From an optimization exercise on the open Yosys and OpenROAD flow, aimed at small area; shortcuts taken in it are not production practice. In this exercise RTL edits were held to simulation tests only and were not proved equivalent to the original. Power is estimated from default activity; no workload was simulated.

**flow/flow/run.sh**
```bash
#!/bin/bash
# Own layout flow: the standard flow (standard synthesis unchanged),
# with two layout settings changed:
#  - port buffers are the smallest buffer (buf_1) instead of the default pick;
#  - the clock tree uses clkbuf_8 with larger sink clusters and no dummy
#    loads, which keeps flip-flop clock-pin slew near 100 ps.
# Each tool's full output goes to the ORFS logs under orfs/logs/; make's own
# output goes to standard.log in the work folder.
set -euo pipefail
cd "$(dirname "$0")/.."
bash standard.sh \
  "BUFFER_PORTS_ARGS=-buffer_cell sky130_fd_sc_hd__buf_1" \
  "CTS_ARGS=-sink_clustering_enable -repair_clock_nets -dont_use_dummy_load -buf_list sky130_fd_sc_hd__clkbuf_8 -sink_clustering_size 14 -sink_clustering_max_diameter 50" \
  finish > standard.log 2>&1
```
**flow/standard.sh**
```bash
#!/bin/bash
# synth_recipe.tcl (not shown) runs the flow's synth.tcl, then flattens the netlist and writes it again
# the make line also repeats each setting of config.mk as NAME=value (left out here)
make -C /OpenROAD-flow-scripts/flow DESIGN_CONFIG=/design/flow/config.mk WORK_HOME=/design/flow/orfs CLKGATE_MAP_FILE= SYNTH_SCRIPT=/design/flow/synth_recipe.tcl "${@:-finish}"
```
**flow/config.mk**
```make
export PLATFORM = sky130hd
export DESIGN_NAME = apb_slave_mem
export DESIGN_NICKNAME = apb_slave_mem
export VERILOG_FILES = /design/flow/design.v
export SDC_FILE = /design/flow/constraint.sdc
export NUM_CORES = 4
export LEC_CHECK = 0
export CAP_MARGIN = 20
export CORE_MARGIN = 2
export CORE_UTILIZATION = 60
export SLEW_MARGIN = 20
export SYNTH_HIERARCHICAL = 1
```
**flow/constraint.sdc**
```tcl
create_clock -name core_clock -period 5.0 [get_ports {hclk}]
set_input_delay 1.0000 -clock core_clock [delete_from_list [all_inputs] [get_ports {hclk}]]
set_output_delay 1.0000 -clock core_clock [all_outputs]
set_load 0.01 [all_outputs]
```
**flow/design.v**
```verilog
module apb_mem_bit (
    input  logic q,
    input  logic w_n,
    input  logic x,
    output logic d
);
    assign d = ~((x | w_n) & q);
endmodule
module apb_mem_en (
    input  logic a,
    input  logic d,
    output logic en_n
);
    assign en_n = ~(a & d);
endmodule
module apb_mem_rsel (
    input  logic s,
    input  logic d,
    input  logic v,
    output logic y
);
    assign y = s & d & v;
endmodule
module apb_mem_xd (
    input  logic [31:0] wdata_n,
    input  logic        phase,
    output logic [31:0] y
);
    assign y = ~(wdata_n ^ {32{phase}});
endmodule
module apb_mem_x (
    input  logic y,
    input  logic pend,
    output logic x
);
    assign x = y & pend;
endmodule
module apb_rd_aoi222 (
    input  logic [2:0] q,
    input  logic [2:0] s,
    output logic       y_n
);
    assign y_n = ~|(q & s);
endmodule
module apb_rd_nand4 (
    input  logic [3:0] a,
    output logic       y
);
    assign y = ~&a;
endmodule
module apb_rd_or4 (
    input  logic [3:0] a,
    output logic       y
);
    assign y = |a;
endmodule
module apb_mem_rdbit (
    input  logic [47:0] q,
    input  logic [47:0] rsel,
    output logic        y
);
    logic [15:0] t_n;
    logic [3:0]  u;
    for (genvar j = 0; j < 16; j++) begin : g_t
        apb_rd_aoi222 u_t (.q(q[j*3 +: 3]), .s(rsel[j*3 +: 3]), .y_n(t_n[j]));
    end
    for (genvar j = 0; j < 4; j++) begin : g_u
        apb_rd_nand4 u_u (.a(t_n[j*4 +: 4]), .y(u[j]));
    end
    apb_rd_or4 u_y (.a(u), .y(y));
endmodule
module apb_slave_mem (
    input  logic        hclk,
    input  logic        hreset,
    input  logic [2:0]  pselx,
    input  logic        penable,
    input  logic        pwrite,
    input  logic [31:0] paddr,
    input  logic [31:0] pwdata,
    output logic [31:0] prdata,
    output logic        perr,
    output logic [15:0] wr_count,
    output logic [15:0] rd_count
);
    localparam logic [1:0] ST_IDLE   = 2'd0;
    localparam logic [1:0] ST_SETUP  = 2'd1;
    localparam logic [1:0] ST_ACCESS = 2'd2;
    logic [1:0]    state_q, state_d;
    logic [1535:0] mem_q, mem_d;
    logic [47:0]   vld_q;
    logic          phase_q;
    logic          pend_q;
    logic [31:0]   wdata_n_q;
    logic [2:0]    lat_sel_q;
    logic [3:0]    lat_idx_q;
    logic          lat_wr_q;
    logic [31:0]   prdata_q;
    logic          perr_q;
    logic [15:0]   wr_count_q;
    logic [15:0]   rd_count_q;
    logic          sel, multi, lat_multi, mismatch;
    logic          err_set, latch, commit, commit_ok, wr_commit;
    logic [3:0]    idx;
    logic [31:0]   mux_word, rd_word, xd, rd_fix;
    logic [31:0]   x [3];
    logic [47:0]   rsel, rsel_hi, wen_n, wen_hi_n;
    logic [15:0]   rdec, wdec;
    logic [2:0]    bw;
    logic          hit, byp;
    assign sel       = |pselx;
    assign multi     = (pselx[0] & pselx[1]) | (pselx[0] & pselx[2]) | (pselx[1] & pselx[2]);
    assign lat_multi = (lat_sel_q[0] & lat_sel_q[1]) | (lat_sel_q[0] & lat_sel_q[2]) | (lat_sel_q[1] & lat_sel_q[2]);
    assign idx       = paddr[5:2];
    assign mismatch  = (pselx != lat_sel_q) || (idx != lat_idx_q) || (pwrite != lat_wr_q);
    assign commit_ok = commit && !multi && !lat_multi;
    assign wr_commit = commit_ok && lat_wr_q;
    always_comb
        for (int w = 0; w < 16; w++) begin
            rdec[w] = idx == w[3:0];
            wdec[w] = lat_idx_q == w[3:0];
        end
    assign bw = lat_sel_q & {3{wr_commit | pend_q}};
    for (genvar b = 0; b < 3; b++) begin : g_bank
        for (genvar w = 0; w < 16; w++) begin : g_sel
            apb_mem_rsel u_rs_lo (.s(pselx[b]), .d(rdec[w]), .v(vld_q[b*16+w]), .y(rsel[b*16+w]));
            apb_mem_rsel u_rs_hi (.s(pselx[b]), .d(rdec[w]), .v(vld_q[b*16+w]), .y(rsel_hi[b*16+w]));
            apb_mem_en u_en_lo (.a(bw[b]), .d(wdec[w]), .en_n(wen_n[b*16+w]));
            apb_mem_en u_en_hi (.a(bw[b]), .d(wdec[w]), .en_n(wen_hi_n[b*16+w]));
        end
        for (genvar i = 0; i < 32; i++) begin : g_x
            apb_mem_x u_x (.y(xd[i]), .pend(pend_q), .x(x[b][i]));
        end
    end
    apb_mem_xd u_xd (.wdata_n(wdata_n_q), .phase(phase_q), .y(xd));
    for (genvar k = 0; k < 48; k++) begin : g_word
        for (genvar i = 0; i < 32; i++) begin : g_bit
            logic we_n;
            if (i < 16) begin : g_lo
                assign we_n = wen_n[k];
            end else begin : g_hi
                assign we_n = wen_hi_n[k];
            end
            apb_mem_bit u_bit (.q(mem_q[k*32+i]), .w_n(we_n), .x(x[k/16][i]), .d(mem_d[k*32+i]));
        end
    end
    assign hit = |rsel;
    for (genvar i = 0; i < 32; i++) begin : g_rd
        logic [47:0] col;
        for (genvar k = 0; k < 48; k++) begin : g_col
            assign col[k] = mem_q[k*32+i];
        end
        logic [47:0] rs;
        if (i < 16) begin : g_lo
            assign rs = rsel;
        end else begin : g_hi
            assign rs = rsel_hi;
        end
        apb_mem_rdbit u_rd (.q(col), .rsel(rs), .y(mux_word[i]));
    end
    assign byp = pend_q && ((pselx & lat_sel_q) != 3'd0) && (idx == lat_idx_q);
    assign rd_fix  = byp ? wdata_n_q : {32{phase_q & hit}};
    assign rd_word = mux_word ^ rd_fix;
    always_comb begin
        state_d = state_q;
        err_set = multi;
        latch   = 1'b0;
        commit  = 1'b0;
        case (state_q)
            ST_IDLE: begin
                if (penable) begin
                    err_set = 1'b1;
                end else if (sel) begin
                    state_d = ST_SETUP;
                    latch   = 1'b1;
                end
            end
            ST_SETUP: begin
                if (!sel) begin
                    state_d = ST_IDLE;
                    err_set = 1'b1;
                end else if (penable) begin
                    state_d = ST_ACCESS;
                    commit  = 1'b1;
                    if (mismatch) err_set = 1'b1;
                end
            end
            ST_ACCESS: begin
                if (!sel) begin
                    state_d = ST_IDLE;
                end else if (penable) begin
                    err_set = 1'b1;
                end else begin
                    state_d = ST_SETUP;
                    latch   = 1'b1;
                end
            end
            default: state_d = ST_IDLE;
        endcase
    end
    always_ff @(posedge hclk or posedge hreset) begin
        if (hreset) begin
            state_q    <= ST_IDLE;
            phase_q    <= 1'b0;
            pend_q     <= 1'b0;
            vld_q      <= '0;
            prdata_q   <= '0;
            perr_q     <= 1'b0;
            wr_count_q <= '0;
            rd_count_q <= '0;
        end else begin
            state_q <= state_d;
            phase_q <= ~phase_q;
            pend_q  <= wr_commit;
            vld_q   <= vld_q | ~wen_n;
            if (latch && !pwrite && !multi) prdata_q <= rd_word;
            if (wr_commit)              wr_count_q <= wr_count_q + 16'd1;
            if (commit_ok && !lat_wr_q) rd_count_q <= rd_count_q + 16'd1;
            if (err_set) perr_q <= 1'b1;
        end
    end
    always_ff @(posedge hclk) wdata_n_q <= ~pwdata;
    always_ff @(posedge hclk) begin
        if (latch) begin
            lat_sel_q <= pselx;
            lat_idx_q <= idx;
            lat_wr_q  <= pwrite;
        end
    end
    always_ff @(posedge hclk) mem_q <= mem_d;
    assign prdata   = prdata_q;
    assign perr     = perr_q;
    assign wr_count = wr_count_q;
    assign rd_count = rd_count_q;
endmodule
```
==> qor.txt, run 1 <==
PWR
--------------------------------------------------------------------------------
Leakage power                                                            21.6 nW
P_sw                                                                   0.00493 W
Power density over the cells                                          379 nW/um2
Share of power burned in the clock network                                 0.310
Total power draw                                                        0.0219 W
Cell internal power dissipation                                         0.0170 W
Share of total power in combinational logic                                0.031
Maximum vdd drop                                                        0.304 mV
Switching power share of the total                                         0.225
Sequential Power Share                                                     0.659

TIMING
--------------------------------------------------------------------------------
Final worst hold slack                                                    253 ps
Final TNS setup                                                             0 ps
Final critical delay including setup and external delays                 3770 ps
Final setup margin                                                       1230 ps
Count of final max-slew check failures                                         0
Setup repair after global routing missed its margin                           no
Final number of hold-violating endpoints                                       0
Finish-stage setup viols                                                       0
Worst clock skew on the final layout                                     40.6 ps
Max transition margin                                                      0.193
Max Fclk                                                                 265 MHz
Least-Margin Pin Slew                                                    1210 ps
Crit share post-route                                                      0.753

GLOBAL ROUTE
--------------------------------------------------------------------------------
Most used routing layer                                                     met2
GRT met3 Usage                                                            0.0639
Met1 usage                                                                 0.489
Remaining global-route overflow                                                0
Met2 usage in global routing                                               0.515
Pin count of the biggest net entering global routing                          81
Initial antenna violation count                                                4
Vias in the first global route                                             40000
Wire length of the first global-routing pass                           245000 um
Global Route Usage Sum                                                     0.350

SYNTHESIS
--------------------------------------------------------------------------------
Netlist area before placement                                          53500 um2
Number of synthesized flops with an enable pin                                 8
Average footprint of a synthesized cell                                 11.3 um2
Syn_nets                                                                    4808
Gate Count Post-Synth                                                       4732
Flip-flop cell with the highest count after synthesis                    dfxtp_1
Yosys cell types                                                              50
Total of warnings raised by yosys                                              8
Flip-flop and latch count after synthesis                                   1693
Share of async-settable or async-resettable flops after synthesis         0.0691
Sequential-to-total area share from yosys stat                             0.647

DETAILED ROUTING
--------------------------------------------------------------------------------
1st-pass router iterations                                                    13
DRC violation count after routing                                              0
Routed vias/inst                                                            6.95
Number of nets with antenna violations after detailed routing                  0
Number of DRC violations after detailed-routing iteration 0                 7489
Vias post-DR                                                               43000
Final Routed Wirelength                                                165000 um
Drt wl/cell                                                              26.7 um

CTS
--------------------------------------------------------------------------------
Latest clock arrival within the worst-skew pair                           850 ps
Clock tree from TritonCTS                                                  built
Clock buffers created by TritonCTS                                           148
Clock root buffer                                                       clkbuf_8
Clk slew on worst S/H paths                                                90 ps
Clk sinks                                                                   1693
Longest Clk Path Bufs                                                          3
Post-CTS setup-driven buffer insertion count                                   0
Post-CTS Resized                                                               0
Htree depth                                                                    4
# hold bufs at CTS                                                             0

PLACED DESIGN
--------------------------------------------------------------------------------
# placed instances                                                          6031
IO Port Bufs                                                                 107
Placed wire-length estimate                                            107000 um
Gp weighted congestion                                                     0.918
Post-placement setup slack                                                460 ps

DIE
--------------------------------------------------------------------------------
Core Footprint                                                         88400 um2
Die outline height                                                        302 um
Total die area                                                         91500 um2
Die width                                                                 302 um
Row Count                                                                    109
Starting density of the core                                               0.605
IO Count                                                                     136

CRITICAL PATH
--------------------------------------------------------------------------------
Startpoint kind of the worst setup timing path                      primary input
Required arrival time at the worst endpoint                              5700 ps
Maximum fanout along the worst path                                           32
Worst-case reg-to-reg path depth                                               4
Register-to-Register Setup Slack                                         1890 ps
Capturing point of the worst reg2reg path                            mem_q[1224]
Type of the worst setup path                                           in -> reg
Crit path capture type                                                 flip-flop
Arrival time of the worst setup path                                     4470 ps
Reg-to-reg critical path startpoint                                 lat_idx_q[0]

LAYOUT
--------------------------------------------------------------------------------
Share of post-route cells with drive strength above 1                     0.0497
Area grow syn2layout                                                       8.01%
Final Non-Filler Cells                                                      6185
Final Net Count                                                             5092

JOB
--------------------------------------------------------------------------------
Number of max-cap violations                                                   0

WORST HOLD PATH
--------------------------------------------------------------------------------
Worst Hold Class                                                     in -> async

RUN STATUS
--------------------------------------------------------------------------------
Result of the run                                                   complete, no violations

[metrics by stage]
stage / instance area [um2] / util
floorplan: 53500 / -
global placement: 55700 / 0.630
detailed placement: 55700 / 0.630
CTS: 57700 / 0.653
global route: 57700 / 0.653
finish: 57700 / 0.653
[cell usage in the layout (no fill, tap or decap), types with 17 or more instances in the layout]
cell type,netlist,final
nand2_1,109,109
nand4_1,139,139
and2_1,98,98
xnor2_1,49,49
nand3_1,104,104
xor2_1,17,17
clkbuf_8,0,148
o2111ai_1,32,32
nor2_1,22,22
buf_4,1,77
inv_1,38,37
o21ai_1,1536,1536
buf_1,0,107
nor3_1,50,46
a32oi_1,32,32
and3_1,105,105
or4_1,32,32
a222oi_1,512,512
dfrtp_1,117,115
dfxtp_1,1568,1568
nand2b_1,57,57
[kinds of logic after synthesis]
logic type                 synth area share
AOI/OAI and AO/OA                     0.252
buffers and inverters               0.00817
xor gates and xnor gates             0.0114
muxes                              0.000421
and+or+nand+nor                      0.0802
adders and majority gates           0.00159
DFF                                   0.647
[area by class of cell]
class                           count  area [um2]
Antenna cell                        6        15.0
Clock buffer                      148        2040
Fill cell                        7046       30600
Inverter                           38         148
Multi-Input combinational cell   2949       18500
Sequential cell                  1693       34600
Tap cell                         1165        1460
Timing Repair Buffer              186        1020
[critical path, cell delays in order]
cell and delay [ps]:
buf_1 340, nand2b_1 170, nor2_1 780, and3_1 920, nor4_1 280, nand4_1 210
nor3_2 60, buf_4 280, o2111ai_1 280, nand3_1 100
[how the worst max path moves through the flow]
stage / from / to / depth (start not counted)
after floorplan: hreset / pend_q / 1
after global routing: paddr[4] / prdata_q[25] / 10
final: paddr[5] / prdata_q[19] / 10
after detailed placement: paddr[2] / prdata_q[19] / 10
after CTS: paddr[2] / prdata_q[19] / 10
after global placement: paddr[2] / prdata_q[2] / 10
[registers in the layout, indices dropped and copies added, names as in the netlist]
| name | count |
|---|---|
| lat_idx_q | 4 |
| lat_sel_q | 3 |
| phase_q | 1 |
| perr_q | 1 |
| state_q | 2 |
| pend_q | 1 |
| wdata_n_q | 32 |
| rd_count_q | 16 |
| wr_count_q | 16 |
| vld_q | 48 |
| mem_q | 1536 |
| prdata_q | 32 |
| lat_wr_q | 1 |
[per-module statistics from Yosys (local to each module, per instance), excerpt]
module / times used / cell area [um2] / flip-flops and latches
apb_mem_x: 96 / 6.26 / 0
apb_mem_bit: 1536 / 5.00 / 0
apb_rd_nand4: 128 / 6.26 / 0
apb_mem_xd: 1 / 357 / 0
apb_slave_mem: 1 / 37700 / 1693
apb_rd_or4: 32 / 7.51 / 0
apb_mem_en: 96 / 3.75 / 0
apb_rd_aoi222: 512 / 10.0 / 0
apb_mem_rsel: 96 / 6.26 / 0
[synthesized netlist by cell type (5+ instances only)]
master     instances  share of area
nor3_1            50         0.0047
a222oi_1         512          0.096
dfxtp_1         1568           0.59
nand4_1          139          0.016
nand2b_1          57         0.0067
nor4_1            14         0.0016
dfrtp_1          117          0.055
nor2_1            22         0.0015
o21ai_1         1536           0.14
o2111ai_1         32         0.0052
nand2_1          109         0.0077
edfxtp_1           8         0.0045
xnor2_1           49         0.0080
ha_1               5         0.0012
or4_1             32         0.0045
clkbuf_1          23         0.0016
and2_1            98          0.011
buf_2             21         0.0020
xor2_1            17         0.0028
nand3_1          104         0.0097
inv_1             38         0.0027
a32oi_1           32         0.0052
and3_1           105          0.012
[metal layers]
layer	vias up	wire, um
li1	19400	-
met1	21000	68000
met2	2256	71700
met3	391	15700
met4	2	9490
met5	-	8
[power groups by stage]
stage	clock network [W]	registers (W)	logic (W)
floorplan	0	0.0146	0.000414
global placement	0	0.0147	0.000639
detailed placement	0	0.0147	0.000673
CTS	0.00692	0.0144	0.000670
global route	0.00740	0.0145	0.000756
finish	0.00679	0.0144	0.000686
==> run 2: changes to the inputs <==
==> flow/flow/run.sh (replaced) <==
#!/bin/bash
# Own layout flow: the standard flow (standard synthesis unchanged),
# with two layout settings changed:
#  - port buffers are the smallest buffer (buf_1) instead of the default pick;
#  - the clock tree uses clkbuf_8 with larger sink clusters and no dummy
#    loads, which keeps flip-flop clock-pin slew under about 120 ps.
# Each tool's full output goes to the ORFS logs under orfs/logs/; make's own
# output goes to standard.log in the work folder.
set -euo pipefail
cd "$(dirname "$0")/.."
bash standard.sh \
  "BUFFER_PORTS_ARGS=-buffer_cell sky130_fd_sc_hd__buf_1" \
  "CTS_ARGS=-sink_clustering_enable -repair_clock_nets -dont_use_dummy_load -buf_list sky130_fd_sc_hd__clkbuf_8 -sink_clustering_size 16 -sink_clustering_max_diameter 60" \
  finish > standard.log 2>&1
==> qor.txt, run 2 <==
SYNTHESIS
--------------------------------------------------------------------------------
Library cell with the highest instance count after synthesis             dfxtp_1   unchanged
Flip-flop and latch count after synthesis                                   1693   unchanged
Syn_nets                                                                    4808   unchanged
Gate Count Post-Synth                                                       4732   unchanged
Sequential-to-total area share from yosys stat                             0.647   unchanged
Share of async-settable or async-resettable flops after synthesis         0.0691   unchanged
Number of synthesized flops with an enable pin                                 8   unchanged
Average footprint of a synthesized cell                                 11.3 um2   unchanged
Yosys cell types                                                              50   unchanged
List of most frequent post-synthesis cells                          1568 x dfxtp_1, 1536 x o21ai_1, 512 x a222oi_1   unchanged
Flip-flop cell with the highest count after synthesis                    dfxtp_1   unchanged
Netlist area before placement                                          53500 um2   unchanged
Post-synth top area cell                                                 dfxtp_1   unchanged
Area share of the leading cell type in the synthesized netlist             0.587   unchanged
Total of warnings raised by yosys                                              8   unchanged
Ranking of synthesized cells by area                                dfxtp_1 59%, o21ai_1 14%, a222oi_1 9.6%   unchanged

GLOBAL ROUTE
--------------------------------------------------------------------------------
Vias in the first global route                                             39800   was 40000
Initial antenna violation count                                                5   was 4
Global Route Usage Sum                                                     0.347   was 0.350
Remaining global-route overflow                                                0   unchanged
Wire length of the first global-routing pass                           244000 um   was 245000 um
Pin count of the biggest net entering global routing                          81   unchanged

CRITICAL PATH
--------------------------------------------------------------------------------
Worst-path cell with the longest stage delay                              nor4_1   was and3_1
Worst path buffer plus inverter count                                          2   unchanged
CP max stage delay                                                        900 ps   was 920 ps
Type of the worst setup path                                           in -> reg   unchanged
Startpoint kind of the worst setup timing path                      primary input   unchanged
Arrival time of the worst setup path                                     4510 ps   was 4470 ps
Maximum fanout along the worst path                                           32   unchanged
Required arrival time at the worst endpoint                              5730 ps   was 5700 ps
Crit path capture type                                                 flip-flop   unchanged
Critical-path cell list                                             buf_1, nand2b_1, nor2_1, and3_1, nor4_1, nand4_1, nor3_2, buf_4, o2111ai_1, nand3_1   unchanged
Kind of cell adding the most delay to the critical path             simple AND/OR/NAND/NOR gates   unchanged

DIE
--------------------------------------------------------------------------------
Die width                                                                 302 um   unchanged
IO Count                                                                     136   unchanged
Row Count                                                                    109   unchanged
Die outline height                                                        302 um   unchanged
Core Footprint                                                         88400 um2   unchanged
Total die area                                                         91500 um2   unchanged
Starting density of the core                                               0.605   unchanged

TIMING
--------------------------------------------------------------------------------
Final TNS setup                                                             0 ps   unchanged
Final worst hold slack                                                    255 ps   was 253 ps
Finish-stage setup viols                                                       0   unchanged
Crit share post-route                                                      0.756   was 0.753
Final critical delay including setup and external delays                 3780 ps   was 3770 ps
Max transition margin                                                      0.168   was 0.193
Worst clock skew on the final layout                                     52.6 ps   was 40.6 ps
Least-Margin Pin Slew                                                    1240 ps   was 1210 ps
Max Fclk                                                                 265 MHz   about the same
Count of final max-slew check failures                                         0   unchanged
Final number of hold-violating endpoints                                       0   unchanged
Setup repair after global routing missed its margin                           no   unchanged

DETAILED ROUTING
--------------------------------------------------------------------------------
Number of DRC violations after detailed-routing iteration 0                 7449   was 7489
Routed vias/inst                                                            6.95   about the same
Vias post-DR                                                               42800   was 43000
Final Routed Wirelength                                                164000 um   was 165000 um
1st-pass router iterations                                                    13   unchanged
Number of nets with antenna violations after detailed routing                  0   unchanged
DRC violation count after routing                                              0   unchanged
Drt wl/cell                                                              26.6 um   was 26.7 um

WORST HOLD PATH
--------------------------------------------------------------------------------
Worst Hold Class                                                     in -> async   unchanged

JOB
--------------------------------------------------------------------------------
Number of max-cap violations                                                   0   unchanged

RUN STATUS
--------------------------------------------------------------------------------
Result of the run                                                   complete, no violations   unchanged

LAYOUT
--------------------------------------------------------------------------------
Final Net Count                                                             5066   was 5092
Biggest regs                                                        mem_q (1536), vld_q (48)   unchanged
Fillers                                                                     7079   was 7046
Total non-filler cell area in the finished layout                      57400 um2   was 57700 um2
Top reg by flops                                                           mem_q   unchanged
Max reg flops                                                               1536   unchanged
Most frequent cells in the layout                                   1568 x dfxtp_1, 1536 x o21ai_1, 512 x a222oi_1, 139 x nand4_1, 121 x clkbuf_8   was 1568 x dfxtp_1, 1536 x o21ai_1, 512 x a222oi_1, 148 x clkbuf_8, 139 x nand4_1
Share of post-route cells with drive strength above 1                     0.0447   was 0.0497
Area grow syn2layout                                                       7.33%   was 8.01%
Most common cell after layout, fill and taps aside                       dfxtp_1   unchanged
Fin util                                                                   0.649   was 0.653

PWR
--------------------------------------------------------------------------------
Leakage power                                                            21.4 nW   was 21.6 nW
Power density over the cells                                          371 nW/um2   was 379 nW/um2
Maximum vdd drop                                                        0.325 mV   was 0.304 mV

CTS
--------------------------------------------------------------------------------
Clock buffers created by TritonCTS                                           121   was 148
Post-CTS Resized                                                               0   unchanged
Clock root buffer                                                       clkbuf_8   unchanged
Clock tree from TritonCTS                                                  built   unchanged
Clk sinks                                                                   1693   unchanged
# hold bufs at CTS                                                             0   unchanged
Latest clock arrival within the worst-skew pair                           830 ps   was 850 ps
Post-CTS setup-driven buffer insertion count                                   0   unchanged
Clk slew on worst S/H paths                                               100 ps   was 90 ps
Htree depth                                                                    3   was 4
Longest Clk Path Bufs                                                          3   unchanged

PLACED DESIGN
--------------------------------------------------------------------------------
Cell Area, Placed                                                      55700 um2   unchanged
Placed wire-length estimate                                            107000 um   unchanged
Gp weighted congestion                                                     0.918   unchanged
IO Port Bufs                                                                 107   unchanged

run 2: cell counts after synthesis:
Identical to the previous run, type by type.
run 2: cells by family after synthesis:
family / synth area share
adders and majority gates: 0.00159
xor gates and xnor gates: 0.0114
buffers and inverters: 0.00817
muxes: 0.000421
and+or+nand+nor: 0.0802
AOI/OAI and AO/OA: 0.252
DFF: 0.647
run 2: routing by layer:
layer  vias up  track usage  share of wire
met4         4        0.192          0.059
met3       397       0.0632          0.091
met5         -            0        0.00013
met1     20900        0.488           0.42
li1      19300            -              -
met2      2235        0.510           0.43
run 2: where the power goes:
part | internal [W] | switching [W]
sequential | 0.0141 | 0.000348
clock | 0.00215 | 0.00402
combinational | 0.000249 | 0.000435
total | 0.0165 | 0.00480
run 2: area by class of cell:
cell class / count / area [um2] / share of cell area
tap: 1165 / 1460 / 0.0254
timing repair buffer: 187 / 1030 / 0.0179
clock buffer: 121 / 1670 / 0.0290
multi-input combinational: 2949 / 18500 / 0.322
sequential: 1693 / 34600 / 0.602
inverter: 38 / 148 / 0.00257
antenna: 7 / 17.5 / 0.000305
run 2: stage by stage:
stage	cells	setup WS, ps	power, W
CTS	6152	1310	0.0214
global placement	6031	489	0.0153
detailed placement	6031	460	0.0154
global route	6157	1070	0.0220
finish	6160	1220	0.0213
floorplan	4732	899	0.0150
run 2: Yosys stat by module, one instance, submodules excluded, a selection:
module         cells inside  copies in the design  cell area (um2)
apb_rd_aoi222             1                   512             10.0
apb_mem_rsel              1                    96             6.26
apb_mem_x                 1                    96             6.26
apb_rd_nand4              1                   128             6.26
apb_slave_mem          2200                     1            37700
apb_rd_or4                1                    32             7.51
apb_mem_xd               36                     1              357
apb_mem_en                1                    96             3.75
apb_mem_bit               1                  1536             5.00
run 2: final timing paths:
check                             startpoint  slack, ps  cells past startpoint       endpoint
worst max-delay path                paddr[4]       1220                     10   prdata_q[25]
worst min-delay path                  hreset        260                      2       vld_q[3]
worst max register to register  lat_idx_q[0]       1810                      4     mem_q[968]
worst min register to register   mem_q[1486]        400                      1    mem_q[1486]
max in group asynchronous             hreset       3770                      3  rd_count_q[8]
min in group core_clock            pwdata[3]        310                      2   wdata_n_q[3]
==> run 3: changes to the inputs <==
--- a/flow/design.v
+++ b/flow/design.v
@@ -48,16 +48,16 @@
 );
     assign y = ~&a;
 endmodule
-module apb_rd_or4 (
+module apb_rd_nor4 (
     input  logic [3:0] a,
-    output logic       y
-);
-    assign y = |a;
+    output logic       y_n
+);
+    assign y_n = ~|a;
 endmodule
 module apb_mem_rdbit (
     input  logic [47:0] q,
     input  logic [47:0] rsel,
-    output logic        y
+    output logic        y_n
 );
     logic [15:0] t_n;
     logic [3:0]  u;
@@ -67,7 +67,7 @@
     for (genvar j = 0; j < 4; j++) begin : g_u
         apb_rd_nand4 u_u (.a(t_n[j*4 +: 4]), .y(u[j]));
     end
-    apb_rd_or4 u_y (.a(u), .y(y));
+    apb_rd_nor4 u_y (.a(u), .y_n(y_n));
 endmodule
 module apb_slave_mem (
     input  logic        hclk,
@@ -101,7 +101,7 @@
     logic          sel, multi, lat_multi, mismatch;
     logic          err_set, latch, commit, commit_ok, wr_commit;
     logic [3:0]    idx;
-    logic [31:0]   mux_word, rd_word, xd, rd_fix;
+    logic [31:0]   mux_word_n, rd_word, xd, rd_fix;
     logic [31:0]   x [3];
     logic [47:0]   rsel, rsel_hi, wen_n, wen_hi_n;
     logic [15:0]   rdec, wdec;
@@ -155,11 +155,11 @@
         end else begin : g_hi
             assign rs = rsel_hi;
         end
-        apb_mem_rdbit u_rd (.q(col), .rsel(rs), .y(mux_word[i]));
+        apb_mem_rdbit u_rd (.q(col), .rsel(rs), .y_n(mux_word_n[i]));
     end
     assign byp = pend_q && ((pselx & lat_sel_q) != 3'd0) && (idx == lat_idx_q);
     assign rd_fix  = byp ? wdata_n_q : {32{phase_q & hit}};
-    assign rd_word = mux_word ^ rd_fix;
+    assign rd_word = ~(mux_word_n ^ rd_fix);
     always_comb begin
         state_d = state_q;
         err_set = multi;
==> qor.txt, run 3 <==
CRITICAL PATH
--------------------------------------------------------------------------------
Kind of cell adding the most delay to the critical path             simple AND/OR/NAND/NOR gates   unchanged
Critical-path cell list                                             buf_1, nand2b_1, nor2_1, and3_1, nor4_1, nand4_1, nor3_2, buf_4, o21ai_0, xor2_1, o21ai_0   was buf_1, nand2b_1, nor2_1, and3_1, nor4_1, nand4_1, nor3_2, buf_4, o2111ai_1, nand3_1
Cell occurring most often along the worst timing path                    o21ai_0
Worst setup path start                                                  paddr[2]   was paddr[4]
Startpoint kind of the worst setup timing path                      primary input   unchanged
CP max stage delay                                                        940 ps   was 900 ps
Maximum fanout along the worst path                                           32   unchanged
Worst path buffer plus inverter count                                          2   unchanged
Crit path capture type                                                 flip-flop   unchanged
Arrival time of the worst setup path                                     4430 ps   was 4510 ps
Worst-path cell with the longest stage delay                              and3_1   was nor4_1
Type of the worst setup path                                           in -> reg   unchanged
Reg-to-reg critical path startpoint                                 lat_sel_q[2]   was lat_idx_q[0]
Required arrival time at the worst endpoint                              5680 ps   was 5730 ps

DETAILED ROUTING
--------------------------------------------------------------------------------
DRC violation count after routing                                              0   unchanged
Number of nets with antenna violations after detailed routing                  0   unchanged
Vias post-DR                                                               41600   was 42800
1st-pass router iterations                                                    10   was 13
Final Routed Wirelength                                                159000 um   was 164000 um
Drt wl/cell                                                              26.0 um   was 26.6 um
Routed vias/inst                                                            6.78   was 6.95
Number of DRC violations after detailed-routing iteration 0                 6713   was 7449

DIE
--------------------------------------------------------------------------------
Row Count                                                                    109   unchanged
Starting density of the core                                               0.603   was 0.605
Total die area                                                         90800 um2   was 91500 um2
Die outline height                                                        301 um   was 302 um
IO Count                                                                     136   unchanged
Core Footprint                                                         88000 um2   was 88400 um2
Die width                                                                 301 um   was 302 um

SYNTHESIS
--------------------------------------------------------------------------------
Total of warnings raised by yosys                                              8   unchanged
Average footprint of a synthesized cell                                 11.4 um2   was 11.3 um2
Area share of the leading cell type in the synthesized netlist             0.592   was 0.587
Flip-flop cell with the highest count after synthesis                    dfxtp_1   unchanged
List of most frequent post-synthesis cells                          1589 x o21ai_1, 1568 x dfxtp_1, 512 x a222oi_1   was 1568 x dfxtp_1, 1536 x o21ai_1, 512 x a222oi_1
Library cell with the highest instance count after synthesis             o21ai_1   was dfxtp_1
Sequential-to-total area share from yosys stat                             0.651   was 0.647
Netlist area before placement                                          53100 um2   was 53500 um2
Synthesized-area fraction occupied by xor and xnor cells                  0.0168   was 0.0114
Share of the synthesized area in compound gates (AO/OA/AOI/OAI)            0.249   was 0.252
Post-synth top area cell                                                 dfxtp_1   unchanged
Number of synthesized flops with an enable pin                                 8   unchanged
Gate Count Post-Synth                                                       4670   was 4732
Simple-gate share of the synthesized area                                 0.0751   was 0.0802
Post-synthesis mux area share                                           0.000424   was 0.000421
Syn_nets                                                                    4746   was 4808
Flip-flop and latch count after synthesis                                   1693   unchanged
Ranking of synthesized cells by area                                dfxtp_1 59%, o21ai_1 15%, a222oi_1 9.7%   was dfxtp_1 59%, o21ai_1 14%, a222oi_1 9.6%
Adder-cell share of the synthesized area                                 0.00160   was 0.00159
Yosys cell types                                                              41   was 50
Largest family of logic cells by synthesized area                   compound AO/OA/AOI/OAI gates   unchanged
Share of async-settable or async-resettable flops after synthesis         0.0691   unchanged

PWR
--------------------------------------------------------------------------------
P_sw                                                                   0.00481 W   was 0.00480 W
Leakage power                                                            21.3 nW   was 21.4 nW
Maximum vdd drop                                                        0.313 mV   was 0.325 mV
Switching power share of the total                                         0.224   was 0.226
Power density over the cells                                          375 nW/um2   was 371 nW/um2
Share of total power in combinational logic                                0.031   was 0.032
Sequential Power Share                                                     0.671   was 0.678
Cell internal power dissipation                                         0.0167 W   was 0.0165 W
Share of power burned in the clock network                                 0.298   was 0.290

GLOBAL ROUTE
--------------------------------------------------------------------------------
Wire length of the first global-routing pass                           239000 um   was 244000 um
Global Route Usage Sum                                                     0.343   was 0.347
Initial antenna violation count                                                3   was 5
Remaining global-route overflow                                                0   unchanged
Pin count of the biggest net entering global routing                         101   was 81
Vias in the first global route                                             39100   was 39800

PLACED DESIGN
--------------------------------------------------------------------------------
Gp weighted congestion                                                     0.879   was 0.918
IO Port Bufs                                                                 107   unchanged
Placed wire-length estimate                                            104000 um   was 107000 um

TIMING
--------------------------------------------------------------------------------
Max transition margin                                                      0.174   was 0.168
Crit share post-route                                                      0.750   was 0.756
Max Fclk                                                                 267 MHz   was 265 MHz
Final number of hold-violating endpoints                                       0   unchanged
Final TNS setup                                                             0 ps   unchanged
Worst clock skew on the final layout                                     58.3 ps   was 52.6 ps
Final critical delay including setup and external delays                 3750 ps   was 3780 ps
Setup repair after global routing missed its margin                           no   unchanged
Count of final max-slew check failures                                         0   unchanged
Finish-stage setup viols                                                       0   unchanged
Least-Margin Pin Slew                                                    1230 ps   was 1240 ps

LAYOUT
--------------------------------------------------------------------------------
Share of post-route cells with drive strength above 1                     0.0548   was 0.0447
Most common cell after layout, fill and taps aside                       o21ai_1   was dfxtp_1
Max reg flops                                                               1536   unchanged
Fillers                                                                     7118   was 7079
Biggest regs                                                        mem_q (1536), vld_q (48)   unchanged
Area grow syn2layout                                                       7.91%   was 7.33%
Most frequent cells in the layout                                   1589 x o21ai_1, 1568 x dfxtp_1, 512 x a222oi_1, 143 x nand2_1, 139 x nand4_1   was 1568 x dfxtp_1, 1536 x o21ai_1, 512 x a222oi_1, 139 x nand4_1, 121 x clkbuf_8
Top reg by flops                                                           mem_q   unchanged
Final Net Count                                                             5039   was 5066
Fin util                                                                   0.651   was 0.649

CTS
--------------------------------------------------------------------------------
Clock buffers created by TritonCTS                                           130   was 121
Longest Clk Path Bufs                                                          3   unchanged
Clk sinks                                                                   1693   unchanged
Latest clock arrival within the worst-skew pair                           840 ps   was 830 ps
Post-CTS Resized                                                               0   unchanged
Htree depth                                                                    4   was 3
Clock root buffer                                                       clkbuf_8   unchanged
Clk slew on worst S/H paths                                                90 ps   was 100 ps
Post-CTS setup-driven buffer insertion count                                   0   unchanged
Clock tree from TritonCTS                                                  built   unchanged
# hold bufs at CTS                                                             0   unchanged

JOB
--------------------------------------------------------------------------------
Number of max-cap violations                                                   0   unchanged

RUN STATUS
--------------------------------------------------------------------------------
Result of the run                                                   complete, no violations   unchanged

WORST HOLD PATH
--------------------------------------------------------------------------------
Worst Hold Class                                                     in -> async   unchanged

[run 3: layer usage]
metal  vias up  global-route usage  part of all wire
li1      19000                   -                 -
met1     20400               0.491              0.44
met2      1875               0.510              0.43
met3       269              0.0867              0.11
met4         6               0.104             0.023
met5         -                   0           0.00062
[run 3: path summary, 6_finish.rpt]
| check | slack [ps] | cells past startpoint | end |
|---|---|---|---|
| worst max-delay path | 1250 | 11 | prdata_q[30] |
| worst min-delay path | 240 | 2 | rd_count_q[11] |
| worst max register to register | 1810 | 7 | mem_q[327] |
| worst min register to register | 400 | 1 | mem_q[71] |
| max in group asynchronous | 3790 | 3 | vld_q[15] |
| min in group core_clock | 290 | 2 | wdata_n_q[12] |
[run 3: per-stage QoR]
| step | hold slack (ps) | setup WS [ps] | power [W] | area, um2 | std cells |
|---|---|---|---|---|---|
| 5_1_grt | 259 | 1160 | 0.0222 | 57300 | 6127 |
| 6_report | 238 | 1250 | 0.0215 | 57300 | 6130 |
| 2_1_floorplan | 373 | 899 | 0.0150 | 53100 | 4670 |
| 4_1_cts | 212 | 1500 | 0.0216 | 57200 | 6125 |
| 3_5_place_dp | 386 | 597 | 0.0154 | 55400 | 5995 |
| 3_3_place_gp | 379 | 653 | 0.0153 | 55400 | 5994 |
[run 3: layout make-up]
| type | instances | area [um2] | share of cell area |
|---|---|---|---|
| well taps | 1165 | 1460 | 0.0255 |
| flip-flops and latches | 1693 | 34600 | 0.604 |
| diodes | 4 | 10.0 | 0.000175 |
| inverters | 34 | 133 | 0.00232 |
| repair buffers | 195 | 1080 | 0.0189 |
| clock buffers | 130 | 1790 | 0.0312 |
| multi-input cells | 2909 | 18200 | 0.318 |
[run 3: Yosys stat by module, one instance, submodules excluded, excerpt]
module         flip-flops and latches  cells  area [um2]  copies in the design
apb_slave_mem                    1693   2138       37100                     1
apb_rd_aoi222                       0      1        10.0                   512
apb_mem_x                           0      1        6.26                    96
apb_mem_en                          0      1        3.75                    96
apb_mem_xd                          0     36         357                     1
apb_mem_rsel                        0      1        6.26                    96
apb_rd_nand4                        0      1        6.26                   128
apb_mem_bit                         0      1        5.00                  1536
apb_rd_nor4                         0      1        12.5                    32
[run 3: logic make-up after synthesis]
group / count (synthesis)
simple gates: 678
flops: 1693
mux: 2
compound gates: 2122
xor+xnor: 100
fa+ha+maj: 7
buf+inv: 68
[run 3: worst reg2reg max path: cells and delay by family, from the launching register on]
family | cells | cell delay, ps
adders and majority gates | 1 | 340
buffers and inverters | 1 | 360
AOI/OAI and AO/OA | 2 | 490
and+or+nand+nor | 3 | 1460
DFF | 1 | 440
[run 3: power groups by stage]
| stage | Sequential [W] | Combinational (W) | Clock [W] |
|---|---|---|---|
| after floorplan | 0.0146 | 0.000412 | 0 |
| after global placement | 0.0147 | 0.000619 | 0 |
| after detailed placement | 0.0147 | 0.000656 | 0 |
| after CTS | 0.0144 | 0.000652 | 0.00653 |
| after global routing | 0.0145 | 0.000744 | 0.00700 |
| final | 0.0144 | 0.000663 | 0.00641 |
==> run 4: changes to the inputs <==
--- a/flow/config.mk
+++ b/flow/config.mk
@@ -7,6 +7,6 @@
 export LEC_CHECK = 0
 export CAP_MARGIN = 20
 export CORE_MARGIN = 2
-export CORE_UTILIZATION = 60
+export CORE_UTILIZATION = 75
 export SLEW_MARGIN = 20
 export SYNTH_HIERARCHICAL = 1
==> qor.txt, run 4 <==
LAYOUT
--------------------------------------------------------------------------------
Most frequent cells in the layout                                   1589 x o21ai_1, 1568 x dfxtp_1, 512 x a222oi_1, 143 x nand2_1, 139 x nand4_1   unchanged
Biggest regs                                                        mem_q (1536), vld_q (48)   unchanged
Final Net Count                                                             5002   was 5039
Area grow syn2layout                                                       6.64%   was 7.91%
Most common cell after layout, fill and taps aside                       o21ai_1   unchanged
Fin util                                                                   0.808   was 0.651
Max reg flops                                                               1536   unchanged
Top reg by flops                                                           mem_q   unchanged
Share of post-route cells with drive strength above 1                     0.0463   was 0.0548
Total non-filler cell area in the finished layout                      56600 um2   was 57300 um2

DETAILED ROUTING
--------------------------------------------------------------------------------
Vias post-DR                                                               42800   was 41600
Number of nets with antenna violations after detailed routing                  0   unchanged
Number of DRC violations after detailed-routing iteration 0                 8213   was 6713
1st-pass router iterations                                                    13   was 10
Drt wl/cell                                                              26.0 um   about the same
Routed vias/inst                                                            7.29   was 6.78
DRC violation count after routing                                              0   unchanged
Final Routed Wirelength                                                153000 um   was 159000 um

CTS
--------------------------------------------------------------------------------
Clock buffers created by TritonCTS                                           116   was 130
Post-CTS Resized                                                               0   unchanged
Clk sinks                                                                   1693   unchanged
Clock root buffer                                                       clkbuf_8   unchanged
Latest clock arrival within the worst-skew pair                           770 ps   was 840 ps
Clk slew on worst S/H paths                                               100 ps   was 90 ps
Longest Clk Path Bufs                                                          3   unchanged
Clock tree from TritonCTS                                                  built   unchanged
Htree depth                                                                    3   was 4
# hold bufs at CTS                                                             0   unchanged
Post-CTS setup-driven buffer insertion count                                   0   unchanged

GLOBAL ROUTE
--------------------------------------------------------------------------------
Pin count of the biggest net entering global routing                         101   unchanged
Remaining global-route overflow                                                0   unchanged
Vias in the first global route                                             40300   was 39100
Global Route Usage Sum                                                     0.401   was 0.343
Initial antenna violation count                                                3   unchanged
Wire length of the first global-routing pass                           230000 um   was 239000 um

CRITICAL PATH
--------------------------------------------------------------------------------
Type of the worst setup path                                           in -> reg   unchanged
Required arrival time at the worst endpoint                              5640 ps   was 5680 ps
Crit path capture type                                                 flip-flop   unchanged
Reg-to-reg critical path startpoint                                 lat_sel_q[0]   was lat_sel_q[2]
Register-to-Register Setup Slack                                         1750 ps   was 1810 ps
Worst-case reg-to-reg path depth                                               7   unchanged
Arrival time of the worst setup path                                     4550 ps   was 4430 ps
Capturing point of the worst reg2reg path                             mem_q[221]   was mem_q[327]
Maximum fanout along the worst path                                           17   was 32
Startpoint kind of the worst setup timing path                      primary input   unchanged

TIMING
--------------------------------------------------------------------------------
Finish-stage setup viols                                                       0   unchanged
Max transition margin                                                      0.147   was 0.174
Max Fclk                                                                 256 MHz   was 267 MHz
Worst clock skew on the final layout                                     42.2 ps   was 58.3 ps
Setup repair after global routing missed its margin                           no   unchanged
Final critical delay including setup and external delays                 3910 ps   was 3750 ps
Final number of hold-violating endpoints                                       0   unchanged
Crit share post-route                                                      0.782   was 0.750
Final worst hold slack                                                    301 ps   was 238 ps
Count of final max-slew check failures                                         0   unchanged
Final TNS setup                                                             0 ps   unchanged
Least-Margin Pin Slew                                                    1270 ps   was 1230 ps

SYNTHESIS
--------------------------------------------------------------------------------
Sequential-to-total area share from yosys stat                             0.651   unchanged
Syn_nets                                                                    4746   unchanged
List of most frequent post-synthesis cells                          1589 x o21ai_1, 1568 x dfxtp_1, 512 x a222oi_1   unchanged
Flip-flop and latch count after synthesis                                   1693   unchanged
Post-synth top area cell                                                 dfxtp_1   unchanged
Library cell with the highest instance count after synthesis             o21ai_1   unchanged
Total of warnings raised by yosys                                              8   unchanged
Yosys cell types                                                              41   unchanged
Gate Count Post-Synth                                                       4670   unchanged
Flip-flop cell with the highest count after synthesis                    dfxtp_1   unchanged
Netlist area before placement                                          53100 um2   unchanged
Average footprint of a synthesized cell                                 11.4 um2   unchanged
Area share of the leading cell type in the synthesized netlist             0.592   unchanged
Ranking of synthesized cells by area                                dfxtp_1 59%, o21ai_1 15%, a222oi_1 9.7%   unchanged
Share of async-settable or async-resettable flops after synthesis         0.0691   unchanged
Number of synthesized flops with an enable pin                                 8   unchanged

DIE
--------------------------------------------------------------------------------
Die outline height                                                        270 um   was 301 um
Core Footprint                                                         70000 um2   was 88000 um2
Row Count                                                                     97   was 109
IO Count                                                                     136   unchanged
Total die area                                                         72900 um2   was 90800 um2
Starting density of the core                                               0.758   was 0.603
Die width                                                                 270 um   was 301 um

PWR
--------------------------------------------------------------------------------
Sequential Power Share                                                     0.683   was 0.671
Total power draw                                                        0.0211 W   was 0.0215 W
Power density over the cells                                          373 nW/um2   was 375 nW/um2
Share of power burned in the clock network                                 0.285   was 0.298
Cell internal power dissipation                                         0.0164 W   was 0.0167 W
Share of total power in combinational logic                                0.032   was 0.031
P_sw                                                                   0.00472 W   was 0.00481 W
Switching power share of the total                                         0.223   was 0.224
Leakage power                                                            21.0 nW   was 21.3 nW
Maximum vdd drop                                                        0.340 mV   was 0.313 mV

PLACED DESIGN
--------------------------------------------------------------------------------
Gp weighted congestion                                                     0.968   was 0.879
Cell Area, Placed                                                      55000 um2   was 55400 um2
Placed wire-length estimate                                             99700 um   was 104000 um
IO Port Bufs                                                                 107   unchanged

RUN STATUS
--------------------------------------------------------------------------------
Result of the run                                                   complete, no violations   unchanged

JOB
--------------------------------------------------------------------------------
Number of max-cap violations                                                   0   unchanged

WORST HOLD PATH
--------------------------------------------------------------------------------
Worst Hold Class                                                     in -> async   unchanged

## run 4: critical path, stage by stage
cell and delay, ps:
buf_1 310, nand2b_1 190, nor3_1 990, and3_1 910, nor4_1 100, nand4_1 210
nor3_2 150, buf_4 210, o21ai_0 220, xor2_1 160, o21ai_0 100
## run 4: worst max path at each step
stage / from / to / slack (ps) / cells after the start
CTS: pselx[0] / mem_q[1] / 1440 / 10
floorplan: hreset / pend_q / 900 / 1
global route: paddr[2] / prdata_q[13] / 1140 / 11
global placement: paddr[3] / prdata_q[15] / 750 / 11
finish: paddr[2] / prdata_q[30] / 1090 / 11
detailed placement: paddr[2] / prdata_q[30] / 670 / 11
## run 4: cells by family (layout without fill, tap and decap cells)
kind of cell,Yosys count,in the layout,share of synthesized area
compound gates,2122,2122,0.249
xor+xnor,100,100,0.0168
fa+ha+maj,7,7,0.00160
buf+inv,68,322,0.00601
flops,1693,1693,0.651
mux,2,2,0.000424
other cells,0,3,0
simple gates,678,678,0.0751
## run 4: power by group through the flow
stage               clock, W  sequential (W)  combinational, W
detailed placement         0          0.0147          0.000656
finish               0.00603          0.0144          0.000675
floorplan                  0          0.0146          0.000412
global placement           0          0.0147          0.000611
global route         0.00651          0.0145          0.000743
CTS                  0.00600          0.0144          0.000654
## run 4: layout make-up
| cell class | count | area [um2] |
|---|---|---|
| fillers | 4474 | 13400 |
| inverters | 34 | 130 |
| repair buffers | 172 | 902 |
| clock buffers | 116 | 1600 |
| flip-flops and latches | 1693 | 34600 |
| diodes | 3 | 7.51 |
| well taps | 940 | 1180 |
| multi-input cells | 2909 | 18200 |
## run 4: per-layer routing
layer | global-route usage | part of all wire
met1 | 0.560 | 0.40
met2 | 0.598 | 0.44
met3 | 0.116 | 0.13
met4 | 0.148 | 0.034
met5 | 0.00855 | 0.00059
## run 4: per-stage QoR
| stage | cells | setup WS [ps] |
|---|---|---|
| 2_1_floorplan | 4670 | 899 |
| 6_report | 5867 | 1090 |
| 4_1_cts | 5864 | 1440 |
| 5_1_grt | 5866 | 1140 |
| 3_3_place_gp | 5748 | 752 |
| 3_5_place_dp | 5748 | 669 |
## run 4: per-module statistics from Yosys (local to each module, per instance), a selection
module	cells	copies in the design	area (um2)
apb_slave_mem	2138	1	37100
apb_mem_xd	36	1	357
apb_rd_nor4	1	32	12.5
apb_rd_aoi222	1	512	10.0
apb_mem_rsel	1	96	6.26
apb_mem_x	1	96	6.26
apb_rd_nand4	1	128	6.26
apb_mem_bit	1	1536	5.00
apb_mem_en	1	96	3.75
==> run 5: changes to the inputs <==
--- a/flow/config.mk
+++ b/flow/config.mk
@@ -7,6 +7,6 @@
 export LEC_CHECK = 0
 export CAP_MARGIN = 20
 export CORE_MARGIN = 2
-export CORE_UTILIZATION = 75
+export CORE_UTILIZATION = 85
 export SLEW_MARGIN = 20
 export SYNTH_HIERARCHICAL = 1
==> qor.txt, run 5 <==
RUN STATUS
--------------------------------------------------------------------------------
Result of the run                                                   complete, no violations   unchanged

DIE
--------------------------------------------------------------------------------
Die outline height                                                        254 um   was 270 um
Total die area                                                         64400 um2   was 72900 um2
IO Count                                                                     136   unchanged
Row Count                                                                     91   was 97
Core Footprint                                                         61700 um2   was 70000 um2
Starting density of the core                                               0.860   was 0.758
Die width                                                                 254 um   was 270 um

LAYOUT
--------------------------------------------------------------------------------
Biggest regs                                                        mem_q (1536), vld_q (48)   unchanged
Max reg flops                                                               1536   unchanged
Most common cell after layout, fill and taps aside                       o21ai_1   unchanged
Share of post-route cells with drive strength above 1                     0.0426   was 0.0463
Top reg by flops                                                           mem_q   unchanged
Most frequent cells in the layout                                   1589 x o21ai_1, 1568 x dfxtp_1, 512 x a222oi_1, 143 x nand2_1, 139 x nand4_1   unchanged
Fin util                                                                   0.912   was 0.808
Total non-filler cell area in the finished layout                      56300 um2   was 56600 um2
Area grow syn2layout                                                       6.10%   was 6.64%
Fillers                                                                     2623   was 4474
Final Net Count                                                             4983   was 5002
Final Non-Filler Cells                                                      5750   was 5867

JOB
--------------------------------------------------------------------------------
Number of max-cap violations                                                   0   unchanged

GLOBAL ROUTE
--------------------------------------------------------------------------------
Remaining global-route overflow                                                0   unchanged
Initial antenna violation count                                                8   was 3
Wire length of the first global-routing pass                           249000 um   was 230000 um
Pin count of the biggest net entering global routing                         101   unchanged
Global Route Usage Sum                                                     0.502   was 0.401
Vias in the first global route                                             44500   was 40300

CTS
--------------------------------------------------------------------------------
Clock buffers created by TritonCTS                                           115   was 116
Htree depth                                                                    3   unchanged
Post-CTS setup-driven buffer insertion count                                   0   unchanged
Clk slew on worst S/H paths                                               100 ps   about the same
# hold bufs at CTS                                                             0   unchanged
Longest Clk Path Bufs                                                          3   unchanged
Post-CTS Resized                                                               0   unchanged
Clock tree from TritonCTS                                                  built   unchanged
Clock root buffer                                                       clkbuf_8   unchanged
Clk sinks                                                                   1693   unchanged
Latest clock arrival within the worst-skew pair                           810 ps   was 770 ps

DETAILED ROUTING
--------------------------------------------------------------------------------
Drt wl/cell                                                              29.2 um   was 26.0 um
Routed vias/inst                                                            8.01   was 7.29
Number of nets with antenna violations after detailed routing                  0   unchanged
Vias post-DR                                                               46100   was 42800
1st-pass router iterations                                                    17   was 13
Final Routed Wirelength                                                168000 um   was 153000 um
Number of DRC violations after detailed-routing iteration 0                10700   was 8213
DRC violation count after routing                                              0   unchanged

PWR
--------------------------------------------------------------------------------
Share of total power in combinational logic                                0.033   was 0.032
Power density over the cells                                          377 nW/um2   was 373 nW/um2
Leakage power                                                            20.9 nW   was 21.0 nW
Sequential Power Share                                                     0.682   was 0.683
Share of power burned in the clock network                                 0.285   about the same
Maximum vdd drop                                                        0.358 mV   was 0.340 mV
Cell internal power dissipation                                         0.0164 W   about the same
Switching power share of the total                                         0.228   was 0.223
P_sw                                                                   0.00484 W   was 0.00472 W

PLACED DESIGN
--------------------------------------------------------------------------------
# placed instances                                                          5627   was 5748
IO Port Bufs                                                                 107   unchanged
Gp weighted congestion                                                     0.959   was 0.968
Cell Area, Placed                                                      54700 um2   was 55000 um2
Placed wire-length estimate                                            106000 um   was 99700 um

SYNTHESIS
--------------------------------------------------------------------------------
Netlist area before placement                                          53100 um2   unchanged
List of most frequent post-synthesis cells                          1589 x o21ai_1, 1568 x dfxtp_1, 512 x a222oi_1   unchanged
Post-synth top area cell                                                 dfxtp_1   unchanged
Flip-flop and latch count after synthesis                                   1693   unchanged
Yosys cell types                                                              41   unchanged
Library cell with the highest instance count after synthesis             o21ai_1   unchanged
Area share of the leading cell type in the synthesized netlist             0.592   unchanged
Sequential-to-total area share from yosys stat                             0.651   unchanged
Syn_nets                                                                    4746   unchanged
Share of async-settable or async-resettable flops after synthesis         0.0691   unchanged
Gate Count Post-Synth                                                       4670   unchanged
Average footprint of a synthesized cell                                 11.4 um2   unchanged
Number of synthesized flops with an enable pin                                 8   unchanged
Ranking of synthesized cells by area                                dfxtp_1 59%, o21ai_1 15%, a222oi_1 9.7%   unchanged
Flip-flop cell with the highest count after synthesis                    dfxtp_1   unchanged
Total of warnings raised by yosys                                              8   unchanged

TIMING
--------------------------------------------------------------------------------
Final critical delay including setup and external delays                 4210 ps   was 3910 ps
Setup repair after global routing missed its margin                           no   unchanged
Final TNS setup                                                             0 ps   unchanged
Finish-stage setup viols                                                       0   unchanged
Count of final max-slew check failures                                         0   unchanged
Least-Margin Pin Slew                                                    1300 ps   was 1270 ps
Worst clock skew on the final layout                                     69.0 ps   was 42.2 ps
Max Fclk                                                                 237 MHz   was 256 MHz
Final number of hold-violating endpoints                                       0   unchanged
Crit share post-route                                                      0.843   was 0.782
Max transition margin                                                      0.126   was 0.147

CRITICAL PATH
--------------------------------------------------------------------------------
Type of the worst setup path                                           in -> reg   unchanged
Crit path capture type                                                 flip-flop   unchanged
Register-to-Register Setup Slack                                         1590 ps   was 1750 ps
Maximum fanout along the worst path                                           32   was 17
Arrival time of the worst setup path                                     4850 ps   was 4550 ps
Required arrival time at the worst endpoint                              5640 ps   about the same
Startpoint kind of the worst setup timing path                      primary input   unchanged

WORST HOLD PATH
--------------------------------------------------------------------------------
Worst Hold Class                                                       in -> reg   was in -> async

run 5: modules after synthesis, one instance, submodules excluded, a selection:
module         cell area [um2]  flip-flops and latches
apb_mem_bit               5.00                       0
apb_mem_en                3.75                       0
apb_mem_rsel              6.26                       0
apb_mem_x                 6.26                       0
apb_mem_xd                 357                       0
apb_rd_aoi222             10.0                       0
apb_rd_nand4              6.26                       0
apb_rd_nor4               12.5                       0
apb_slave_mem            37100                    1693
run 5: kinds of logic after synthesis:
logic type | Yosys count | share of synthesized area
compound gates | 2122 | 0.249
fa+ha+maj | 7 | 0.00160
xor+xnor | 100 | 0.0168
buf+inv | 68 | 0.00601
simple gates | 678 | 0.0751
flops | 1693 | 0.651
mux | 2 | 0.000424
run 5: worst paths after layout:
path / cells past startpoint / end / startpoint
max: 11 / prdata_q[14] / paddr[2]
min: 2 / wdata_n_q[18] / pwdata[18]
max reg2reg: 7 / mem_q[10] / lat_sel_q[2]
min reg2reg: 1 / mem_q[1465] / mem_q[1465]
max in group asynchronous: 3 / vld_q[16] / hreset
min in group asynchronous: 2 / wr_count_q[8] / hreset
run 5: routing by layer:
metal | up-vias | global-route usage | wire length [um]
met5 | - | 0 | 110
met4 | 10 | 0.284 | 10500
met3 | 1104 | 0.177 | 25800
met2 | 4436 | 0.768 | 73700
met1 | 21600 | 0.621 | 57700
li1 | 18900 | - | -
run 5: cell type report:
cell class / instances / area [um2] / share of cell area
Clock buffer: 115 / 1580 / 0.0281
Antenna cell: 8 / 20.0 / 0.000356
Timing Repair Buffer: 154 / 754 / 0.0134
Sequential cell: 1693 / 34600 / 0.614
Inverter: 34 / 130 / 0.00231
Tap cell: 837 / 1050 / 0.0186
Multi-Input combinational cell: 2909 / 18200 / 0.323
run 5: power by group through the flow:
stage          Clock [W]  Combinational (W)  Sequential, W
2_1_floorplan          0           0.000412         0.0146
3_3_place_gp           0           0.000591         0.0147
3_5_place_dp           0           0.000654         0.0147
5_1_grt          0.00642           0.000747         0.0145
4_1_cts          0.00594           0.000663         0.0144
6_report         0.00606           0.000696         0.0145
run 5: through the flow:
stage	hold slack [ps]	total power, W	worst slack [ps]
finish	340	0.0212	787
global route	344	0.0217	820
CTS	337	0.0210	1270
detailed placement	386	0.0154	532
global placement	379	0.0153	687
floorplan	373	0.0150	899
run 5: critical path, stage by stage:
cell,delay (ps)
buf_1,330
nand2_1,200
nor2_1,930
and3_1,970
nor4_1,320
nand4_1,170
nor3_2,60
buf_4,250
o21ai_0,360
xor2_1,180
o21ai_1,70
==> run 6: changes to the inputs <==
--- a/flow/config.mk
+++ b/flow/config.mk
@@ -7,6 +7,6 @@
 export LEC_CHECK = 0
 export CAP_MARGIN = 20
 export CORE_MARGIN = 2
-export CORE_UTILIZATION = 85
+export CORE_UTILIZATION = 80
 export SLEW_MARGIN = 20
 export SYNTH_HIERARCHICAL = 1
==> qor.txt, run 6 <==
RUN STATUS
--------------------------------------------------------------------------------
Result of the run                                                   complete, no violations   unchanged

CTS
--------------------------------------------------------------------------------
Htree depth                                                                    3   unchanged
Longest Clk Path Bufs                                                          3   unchanged
Clk slew on worst S/H paths                                               100 ps   about the same
Clock tree from TritonCTS                                                  built   unchanged
Latest clock arrival within the worst-skew pair                           780 ps   was 810 ps
Clk sinks                                                                   1693   unchanged
Clock buffers created by TritonCTS                                           115   unchanged
Clock root buffer                                                       clkbuf_8   unchanged
# hold bufs at CTS                                                             0   unchanged
Post-CTS Resized                                                               0   unchanged
Post-CTS setup-driven buffer insertion count                                   0   unchanged

TIMING
--------------------------------------------------------------------------------
Finish-stage setup viols                                                       0   unchanged
Final setup margin                                                        860 ps   was 787 ps
Max transition margin                                                      0.121   was 0.126
Final worst hold slack                                                    216 ps   was 340 ps
Max Fclk                                                                 242 MHz   was 237 MHz
Final critical delay including setup and external delays                 4140 ps   was 4210 ps
Worst clock skew on the final layout                                     43.0 ps   was 69.0 ps
Final number of hold-violating endpoints                                       0   unchanged
Setup repair after global routing missed its margin                           no   unchanged
Count of final max-slew check failures                                         0   unchanged
Final TNS setup                                                             0 ps   unchanged
Crit share post-route                                                      0.828   was 0.843
Least-Margin Pin Slew                                                    1310 ps   was 1300 ps

DETAILED ROUTING
--------------------------------------------------------------------------------
1st-pass router iterations                                                    14   was 17
Number of nets with antenna violations after detailed routing                  0   unchanged
Number of DRC violations after detailed-routing iteration 0                 8657   was 10700
Vias post-DR                                                               43700   was 46100
Drt wl/cell                                                              27.0 um   was 29.2 um
Final Routed Wirelength                                                156000 um   was 168000 um
Routed vias/inst                                                            7.56   was 8.01
DRC violation count after routing                                              0   unchanged

PWR
--------------------------------------------------------------------------------
Cell internal power dissipation                                         0.0164 W   about the same
Total power draw                                                        0.0211 W   was 0.0212 W
Leakage power                                                            21.0 nW   was 20.9 nW
Power density over the cells                                          374 nW/um2   was 377 nW/um2
Share of total power in combinational logic                                0.032   was 0.033
Maximum vdd drop                                                        0.357 mV   was 0.358 mV
Share of power burned in the clock network                                 0.284   was 0.285
P_sw                                                                   0.00473 W   was 0.00484 W
Sequential Power Share                                                     0.683   was 0.682
Switching power share of the total                                         0.224   was 0.228

GLOBAL ROUTE
--------------------------------------------------------------------------------
Remaining global-route overflow                                                0   unchanged
Initial antenna violation count                                                5   was 8
Pin count of the biggest net entering global routing                         101   unchanged
Vias in the first global route                                             41400   was 44500
Wire length of the first global-routing pass                           232000 um   was 249000 um
Global Route Usage Sum                                                     0.440   was 0.502

PLACED DESIGN
--------------------------------------------------------------------------------
Placed wire-length estimate                                            101000 um   was 106000 um
Post-placement setup slack                                                474 ps   was 532 ps
IO Port Bufs                                                                 107   unchanged
Cell Area, Placed                                                      54800 um2   was 54700 um2
Gp weighted congestion                                                     0.955   was 0.959

LAYOUT
--------------------------------------------------------------------------------
Biggest regs                                                        mem_q (1536), vld_q (48)   unchanged
Most common cell after layout, fill and taps aside                       o21ai_1   unchanged
Top reg by flops                                                           mem_q   unchanged
Most frequent cells in the layout                                   1589 x o21ai_1, 1568 x dfxtp_1, 512 x a222oi_1, 143 x nand2_1, 139 x nand4_1   unchanged
Max reg flops                                                               1536   unchanged
Area grow syn2layout                                                       6.35%   was 6.10%
Final Net Count                                                             4996   was 4983
Total non-filler cell area in the finished layout                      56400 um2   was 56300 um2
Share of post-route cells with drive strength above 1                     0.0449   was 0.0426

CRITICAL PATH
--------------------------------------------------------------------------------
Register-to-Register Setup Slack                                         1710 ps   was 1590 ps
Required arrival time at the worst endpoint                              5610 ps   was 5640 ps
Critical-path cell list                                             buf_1, nand2b_1, nor3_1, and3_1, nor4_1, nand4_1, nor3_2, buf_4, o21ai_0, xor2_1, o21ai_1   was buf_1, nand2_1, nor2_1, and3_1, nor4_1, nand4_1, nor3_2, buf_4, o21ai_0, xor2_1, o21ai_1
Maximum fanout along the worst path                                           32   unchanged
Arrival time of the worst setup path                                     4750 ps   was 4850 ps
Worst-case reg-to-reg path depth                                               7   unchanged
Crit path capture type                                                 flip-flop   unchanged
Startpoint kind of the worst setup timing path                      primary input   unchanged
CP max stage delay                                                       1010 ps   was 970 ps
Worst-path cell with the longest stage delay                              nor3_1   was and3_1
Type of the worst setup path                                           in -> reg   unchanged

SYNTHESIS
--------------------------------------------------------------------------------
Post-synth top area cell                                                 dfxtp_1   unchanged
Netlist area before placement                                          53100 um2   unchanged
Ranking of synthesized cells by area                                dfxtp_1 59%, o21ai_1 15%, a222oi_1 9.7%   unchanged
Average footprint of a synthesized cell                                 11.4 um2   unchanged
List of most frequent post-synthesis cells                          1589 x o21ai_1, 1568 x dfxtp_1, 512 x a222oi_1   unchanged
Sequential-to-total area share from yosys stat                             0.651   unchanged
Number of synthesized flops with an enable pin                                 8   unchanged
Syn_nets                                                                    4746   unchanged
Gate Count Post-Synth                                                       4670   unchanged
Library cell with the highest instance count after synthesis             o21ai_1   unchanged
Total of warnings raised by yosys                                              8   unchanged
Flip-flop and latch count after synthesis                                   1693   unchanged
Yosys cell types                                                              41   unchanged
Share of async-settable or async-resettable flops after synthesis         0.0691   unchanged
Area share of the leading cell type in the synthesized netlist             0.592   unchanged
Flip-flop cell with the highest count after synthesis                    dfxtp_1   unchanged

DIE
--------------------------------------------------------------------------------
Die width                                                                 262 um   was 254 um
Row Count                                                                     94   was 91
IO Count                                                                     136   unchanged
Starting density of the core                                               0.807   was 0.860
Total die area                                                         68400 um2   was 64400 um2
Core Footprint                                                         65700 um2   was 61700 um2
Die outline height                                                        262 um   was 254 um

JOB
--------------------------------------------------------------------------------
Number of max-cap violations                                                   0   unchanged

WORST HOLD PATH
--------------------------------------------------------------------------------
Worst Hold Class                                                     in -> async   was in -> reg

run 6: final cells by class:
type	count	area, um2
fillers	3622	9310
multi-input cells	2909	18200
clock buffers	115	1580
flip-flops and latches	1693	34600
inverters	34	130
repair buffers	167	875
well taps	864	1080
diodes	2	5.00
run 6: metal layers:
layer  track usage  part of all wire  vias up
met2         0.673              0.44     3151
li1              -                 -    18900
met4         0.192             0.041       14
met5       0.00764            0.0013        -
met3         0.145              0.14      629
met1         0.574              0.37    21000
run 6: per-module statistics from Yosys (local to each module, per instance), a selection:
module / copies in the design / cells / area, um2
apb_rd_aoi222: 512 / 1 / 10.0
apb_mem_bit: 1536 / 1 / 5.00
apb_rd_nor4: 32 / 1 / 12.5
apb_mem_xd: 1 / 36 / 357
apb_mem_en: 96 / 1 / 3.75
apb_mem_x: 96 / 1 / 6.26
apb_rd_nand4: 128 / 1 / 6.26
apb_mem_rsel: 96 / 1 / 6.26
apb_slave_mem: 1 / 2138 / 37100
run 6: critical path: cells and delay by family:
kind                      cells  cell delay [ps]
and+or+nand+nor               6             2660
AOI/OAI and AO/OA             2              370
xor gates and xnor gates      1              180
buffers and inverters         2              540
run 6: cells by family (layout without fill, tap and decap cells):
group / Yosys count / count (layout) / share of synthesized area
buffers and inverters: 68 / 316 / 0.00601
flip-flops: 1693 / 1693 / 0.651
multiplexers: 2 / 2 / 0.000424
adder cells (fa/ha/maj): 7 / 7 / 0.00160
AND/OR/NAND/NOR: 678 / 678 / 0.0751
AO/OA/AOI/OAI: 2122 / 2122 / 0.249
XOR/XNOR: 100 / 100 / 0.0168
other: 0 / 2 / 0
run 6: final timing paths:
path | startpoint | to
worst max-delay path | paddr[2] | prdata_q[16]
worst min-delay path | hreset | rd_count_q[7]
worst max register to register | lat_sel_q[2] | mem_q[7]
worst min register to register | mem_q[1469] | mem_q[1469]
max in group asynchronous | hreset | phase_q
min in group core_clock | pwdata[22] | wdata_n_q[22]
run 6: stage by stage:
stage / cells / utilization
final: 5784 / 0.858
after global routing: 5783 / 0.858
after CTS: 5782 / 0.858
after detailed placement: 5667 / 0.834
after global placement: 5666 / 0.834
after floorplan: 4670 / -
run 6: power groups by stage:
stage	combinational (W)	clock, W	sequential (W)
detailed placement	0.000653	0	0.0147
floorplan	0.000412	0	0.0146
global placement	0.000603	0	0.0147
finish	0.000679	0.00601	0.0144
global route	0.000745	0.00643	0.0145
CTS	0.000655	0.00598	0.0144

-- separate check: timing with driven ports --
The flow's constraints put no driver on any port. The routed layouts listed below were extracted and timed again, unchanged, in two steps. Step 1 sets driving cells, clkbuf_16 on the clock port and buf_2 on the other inputs (assumed; they add their load-dependent delay and slew). Step 2 also shifts input and output timing later by t, the mid clock arrival at the registers, as if the neighbouring blocks saw the same clock. a / b / c = ideal / step 1 / step 2; a / b = the first two.
| run | t, ns | setup WS [ns] | worst setup path at the end | slew at the worst register clock pin (ns) | worst data-port slew with drivers (ns) |
|---|---|---|---|---|---|
| run 1 | 0.900 | 1.233 / 1.235 / 0.335 | input to register | 0.09 / 0.09 | 0.15 |
| run 2 | 0.866 | 1.222 / 1.225 / 0.359 | input to register | 0.10 / 0.10 | 0.14 |
| run 3 | 0.879 | 1.251 / 1.219 / 0.340 | input to register | 0.11 / 0.11 | 0.09 |
| run 4 | 0.825 | 1.091 / 1.077 / 0.253 | input to register | 0.11 / 0.11 | 0.10 |
| run 5 | 0.842 | 0.787 / 0.768 / -0.074 | input to register | 0.11 / 0.11 | 0.11 |
| run 6 | 0.827 | 0.860 / 0.834 / 0.007 | input to register | 0.11 / 0.11 | 0.09 |
With both steps, setup timing fails in run 5, where it was met with ideal ports. The setup slack of run 3, which loses most, moves by -0.032 ns with the drivers and by -0.911 ns with both steps.
